What follows belongs to an exercise in optimizing a design on an open flow for small area, a short achievable clock period and few clock cycles; a production flow would make more cautious choices.
Function was checked by simulation only, so behaviour that the tests miss may differ from the original.

==> flow/design.v <==
package hcas_pkg;
	localparam logic [63:0] FNV_BASIS  = 64'hcbf29ce484222325;
	localparam logic [63:0] GOLDEN_ADD = 64'h9e3779b97f4a7c15;
	localparam logic [63:0] MIX_MUL_A  = 64'hbf58476d1ce4e5b9;
	localparam logic [63:0] MIX_MUL_B  = 64'h94d049bb133111eb;
	localparam logic [63:0] MIX_MUL_A3 = 64'h3e08d64756aeb12b;    
	localparam logic [63:0] MIX_MUL_B3 = 64'hbe70dd31399335c1;    
	function automatic logic [63:0] fnv_step(input logic [63:0] h, input logic [7:0] b);
		logic [63:0] x;
		begin
			x = h ^ {56'd0, b};
			fnv_step = (x << 40) + (x << 8) + (x << 7) + (x << 5) + (x << 4) + (x << 1) + x;
		end
	endfunction
	function automatic logic [127:0] csa(input logic [63:0] a, input logic [63:0] b,
			input logic [63:0] d);
		csa = {((a & b) | (a & d) | (b & d)) << 1, a ^ b ^ d};
	endfunction
	function automatic logic [23:0] rad4(input logic [15:0] d);
		logic [7:0] hi, lo;
		begin
			hi = {d[15], d[13], d[11], d[9], d[7], d[5], d[3], d[1]};
			lo = {d[14], d[12], d[10], d[8], d[6], d[4], d[2], d[0]};
			rad4 = {hi & lo, hi & ~lo, ~hi & lo};
		end
	endfunction
endpackage
import hcas_pkg::*;
module hcas_mul64 (
	input  logic        sel_b,
	input  logic        first,
	input  logic [23:0] bd,
	input  logic [47:0] rs_i,
	input  logic [47:0] rc_i,
	input  logic        cin,
	output logic [47:0] rs_o,
	output logic [47:0] rc_o,
	output logic [15:0] chunk,
	output logic        cout
);
	logic [63:0] c1, c2, c3;
	logic [63:0] row [10];
	always_comb begin
		c1 = sel_b ? MIX_MUL_B : MIX_MUL_A;
		c2 = c1 << 1;
		c3 = sel_b ? MIX_MUL_B3 : MIX_MUL_A3;
		for (int r = 0; r < 8; r++)
			row[r + 2] = (({64{bd[r]}} & c1) | ({64{bd[8+r]}} & c2) | ({64{bd[16+r]}} & c3)) << (2 * r);
		row[0] = {16'd0, first ? 48'd0 : rs_i};
		row[1] = {16'd0, first ? 48'd0 : rc_i};
	end
	logic [63:0] s1a, c1a, s1b, c1b, s1c, c1c;
	logic [63:0] s2a, c2a, s2b, c2b;
	logic [63:0] s3, c3_, s4, c4, so, co;
	assign {c1a, s1a} = hcas_pkg::csa(row[2], row[3], row[4]);
	assign {c1b, s1b} = hcas_pkg::csa(row[5], row[6], row[7]);
	assign {c1c, s1c} = hcas_pkg::csa(row[8], row[9], row[0]);
	assign {c2a, s2a} = hcas_pkg::csa(s1a, c1a, s1b);
	assign {c2b, s2b} = hcas_pkg::csa(c1b, s1c, c1c);
	assign {c3_, s3}  = hcas_pkg::csa(s2a, c2a, s2b);
	assign {c4, s4}   = hcas_pkg::csa(s3, c3_, c2b);
	assign {co, so}   = hcas_pkg::csa(s4, c4, row[1]);
	assign {cout, chunk} = {1'b0, so[15:0]} + {1'b0, co[15:0]} + {16'd0, cin && !first};
	assign rs_o = so[63:16];
	assign rc_o = co[63:16];
endmodule
import hcas_pkg::*;
module hash_chain_anchor_sealer_core (
	input  logic        clk,
	input  logic        arst_n,
	input  logic        in_valid,
	output logic        in_ready,
	input  logic [7:0]  data_byte,
	input  logic        byte_present,
	input  logic        vector_end,
	output logic        out_valid,
	input  logic        out_ready,
	output logic [63:0] anchor,
	output logic [63:0] input_hash,
	output logic [63:0] output_hash,
	output logic [63:0] context_hash
);
	localparam int D = 3;            
	logic       rdy_q, it_v, it_p, it_e;
	logic [7:0] it_b;
	logic [63:0] run_q, hv;
	logic       fire, push, pop;
	assign fire     = in_valid && rdy_q;
	assign in_ready = rdy_q;
	assign hv       = it_p ? hcas_pkg::fnv_step(run_q, it_b) : run_q;
	assign push     = it_v && it_e;
	logic [63:0] q [D];
	logic [2:0]  cnt, cnt_n;
	assign cnt_n = cnt + 3'(push) - 3'(pop);
	always_ff @(posedge clk or negedge arst_n) begin
		if (!arst_n) begin
			rdy_q <= 1'b1;
			it_v  <= 1'b0;
			run_q <= FNV_BASIS;
			cnt   <= 3'd0;
		end else begin
			it_v  <= fire;
			cnt   <= cnt_n;
			rdy_q <= (cnt_n + 3'(fire && vector_end)) < 3'(D);
			if (it_v)
				run_q <= it_e ? FNV_BASIS : hv;
		end
	end
	always_ff @(posedge clk) begin
		if (fire) begin
			it_b <= data_byte;
			it_p <= byte_present;
			it_e <= vector_end;
		end
		for (int i = 0; i < D; i++) begin
			if (pop) begin
				if (i == D - 1)
					q[i] <= hv;
				else if (push && 3'(i + 1) == cnt)
					q[i] <= hv;
				else
					q[i] <= q[i + 1];
			end else if (push && 3'(i) == cnt) begin
				q[i] <= hv;
			end
		end
	end
	logic        busy, phb, first, last, cy, cout;
	logic [1:0]  stg, step;
	logic [63:0] acc, mq, zs, zc, zs1, zc1, z0, z1, p, z2;
	logic [47:0] rs, rc, rs_n, rc_n;
	logic [15:0] chunk;
	logic [23:0] bd;
	logic [63:0] in_h, out_h, ctx_h;
	logic        ov_q;
	assign pop  = !busy && (cnt != 3'd0) && (!ov_q || out_ready);
	assign {zc1, zs1} = hcas_pkg::csa(GOLDEN_ADD, q[0] << 6, q[0] >> 2);
	assign {zc, zs}   = hcas_pkg::csa(zs1, zc1, acc);
	assign z0 = zs + zc;
	assign z1 = z0 ^ (z0 >> 30);
	hcas_mul64 u_mul (
		.sel_b (phb),
		.first (first),
		.bd    (bd),
		.rs_i  (rs),
		.rc_i  (rc),
		.cin   (cy),
		.rs_o  (rs_n),
		.rc_o  (rc_n),
		.chunk (chunk),
		.cout  (cout)
	);
	assign p  = {chunk, mq[63:16]};
	assign z2 = p ^ (p >> 27);
	always_ff @(posedge clk or negedge arst_n) begin
		if (!arst_n) begin
			busy  <= 1'b0;
			phb   <= 1'b0;
			first <= 1'b0;
			last  <= 1'b0;
			step  <= 2'd0;
			stg   <= 2'd0;
			acc   <= 64'd0;
			ov_q  <= 1'b0;
		end else begin
			if (busy && phb && last && stg == 2'd2)
				ov_q <= 1'b1;
			else if (out_ready)
				ov_q <= 1'b0;
			if (pop) begin
				busy  <= 1'b1;
				phb   <= 1'b0;
				first <= 1'b1;
				step  <= 2'd0;
				last  <= 1'b0;
			end else if (busy) begin
				step  <= step + 2'd1;
				first <= last;
				last  <= (step == 2'd2);
				if (last) begin
					phb <= 1'b1;
					if (phb) begin
						busy <= 1'b0;
						stg  <= (stg == 2'd2) ? 2'd0 : stg + 2'd1;
						acc  <= p ^ (p >> 31);
					end
				end
			end
		end
	end
	always_ff @(posedge clk) begin
		rs <= rs_n;
		rc <= rc_n;
		cy <= cout;
		if (pop) begin
			mq <= z1;
			bd <= hcas_pkg::rad4(z1[15:0]);
		end else if (busy && !phb && last) begin
			mq <= z2;
			bd <= hcas_pkg::rad4(mq[31:16] ^ mq[58:43]);
		end else begin
			mq <= {chunk, mq[63:16]};
			bd <= hcas_pkg::rad4(mq[31:16]);
		end
		if (pop) begin
			if (stg == 2'd0) in_h  <= q[0];
			if (stg == 2'd1) out_h <= q[0];
			if (stg == 2'd2) ctx_h <= q[0];
		end
	end
	assign out_valid    = ov_q;
	assign anchor       = acc;
	assign input_hash   = in_h;
	assign output_hash  = out_h;
	assign context_hash = ctx_h;
endmodule
Settings: LEC_CHECK=0, CAP_MARGIN=20, CORE_MARGIN=2, CORE_UTILIZATION=40, SETUP_SLACK_MARGIN=5, SLEW_MARGIN=20; clock period 11.0 ns.
run.sh (not shown) runs the stock make flow with config.mk's settings and CLKGATE_MAP_FILE= SYNTH_SCRIPT=/design/flow/synth_recipe.tcl, a recipe that flattens the netlist after the stock synthesis.
Testbench counts at the start, summed over its fixed seeds: cycles 29,978.
Change:
--- a/flow/design.v
+++ b/flow/design.v
@@ -127,21 +127,20 @@
 	end
 	logic        busy, phb, first, last, cy, cout;
 	logic [1:0]  stg, step;
-	logic [63:0] acc, mq, zs, zc, zs1, zc1, z0, z1, p, z2;
+	logic [63:0] mq, zs, zc, zs1, zc1, z0, z1, p, z2;
 	logic [47:0] rs, rc, rs_n, rc_n;
 	logic [15:0] chunk;
-	logic [23:0] bd;
 	logic [63:0] in_h, out_h, ctx_h;
 	logic        ov_q;
 	assign pop  = !busy && (cnt != 3'd0) && (!ov_q || out_ready);
 	assign {zc1, zs1} = hcas_pkg::csa(GOLDEN_ADD, q[0] << 6, q[0] >> 2);
-	assign {zc, zs}   = hcas_pkg::csa(zs1, zc1, acc);
+	assign {zc, zs}   = hcas_pkg::csa(zs1, zc1, mq);
 	assign z0 = zs + zc;
 	assign z1 = z0 ^ (z0 >> 30);
 	hcas_mul64 u_mul (
 		.sel_b (phb),
 		.first (first),
-		.bd    (bd),
+		.bd    (hcas_pkg::rad4(mq[15:0])),
 		.rs_i  (rs),
 		.rc_i  (rc),
 		.cin   (cy),
@@ -160,7 +159,7 @@
 			last  <= 1'b0;
 			step  <= 2'd0;
 			stg   <= 2'd0;
-			acc   <= 64'd0;
+			mq    <= 64'd0;
 			ov_q  <= 1'b0;
 		end else begin
 			if (busy && phb && last && stg == 2'd2)
@@ -182,10 +181,15 @@
 					if (phb) begin
 						busy <= 1'b0;
 						stg  <= (stg == 2'd2) ? 2'd0 : stg + 2'd1;
-						acc  <= p ^ (p >> 31);
 					end
 				end
 			end
+			if (pop)
+				mq <= z1;
+			else if (busy && last)
+				mq <= phb ? (p ^ (p >> 31)) : z2;
+			else if (busy)
+				mq <= {chunk, mq[63:16]};
 		end
 	end
 	always_ff @(posedge clk) begin
@@ -193,23 +197,13 @@
 		rc <= rc_n;
 		cy <= cout;
 		if (pop) begin
-			mq <= z1;
-			bd <= hcas_pkg::rad4(z1[15:0]);
-		end else if (busy && !phb && last) begin
-			mq <= z2;
-			bd <= hcas_pkg::rad4(mq[31:16] ^ mq[58:43]);
-		end else begin
-			mq <= {chunk, mq[63:16]};
-			bd <= hcas_pkg::rad4(mq[31:16]);
-		end
-		if (pop) begin
 			if (stg == 2'd0) in_h  <= q[0];
 			if (stg == 2'd1) out_h <= q[0];
 			if (stg == 2'd2) ctx_h <= q[0];
 		end
 	end
 	assign out_valid    = ov_q;
-	assign anchor       = acc;
+	assign anchor       = mq;
 	assign input_hash   = in_h;
 	assign output_hash  = out_h;
 	assign context_hash = ctx_h;
After rerunning: The new run completed without violations. Register-to-register slack loses 0.07 ns. Worst setup slack loses 0.067 ns. Worst hold slack loses 0.011 ns. Sequential cell count goes down by 72. Via count goes down by 5.2%. Cell area goes down by 4.8%. Wire length goes down by 7.1%. Utilization goes up by 0.47 points. Die area goes down by 5.6%.
Testbench counts after the change, summed over its fixed seeds: cycles 29,978.

==> afterwards: timing with drivers on the ports <==
How much do the figures lean on ideal ports? The routed layouts below were timed once more, with nothing changed but the port constraints.
Step 1 (the two cells are an assumption about what drives the block):
set clk [get_ports {clk}]
set_driving_cell -lib_cell sky130_fd_sc_hd__clkbuf_16 $clk
set_driving_cell -lib_cell sky130_fd_sc_hd__buf_2 [delete_from_list [all_inputs] $clk]
Step 2 also shifts input and output timing later by t, the mid clock arrival at the registers, as if the neighbouring blocks saw the same clock.
Three values: ideal ports, drivers, drivers and shift; two values: the first two.
run	t, ns	setup slack, ns	hold slack, ns	worst setup path after step 2	worst data-port slew with drivers (ns)
the first run	0.774	5.110 / 5.110 / 4.898	0.452 / 0.452 / 0.452	input to register	0.07
the second run	0.758	5.042 / 5.042 / 4.626	0.441 / 0.441 / 0.441	input to register	0.08
After both steps every run listed still meets setup and hold. For the second run, which loses most, drivers alone change the setup slack by 0.000 ns; drivers and shift together by -0.416 ns.
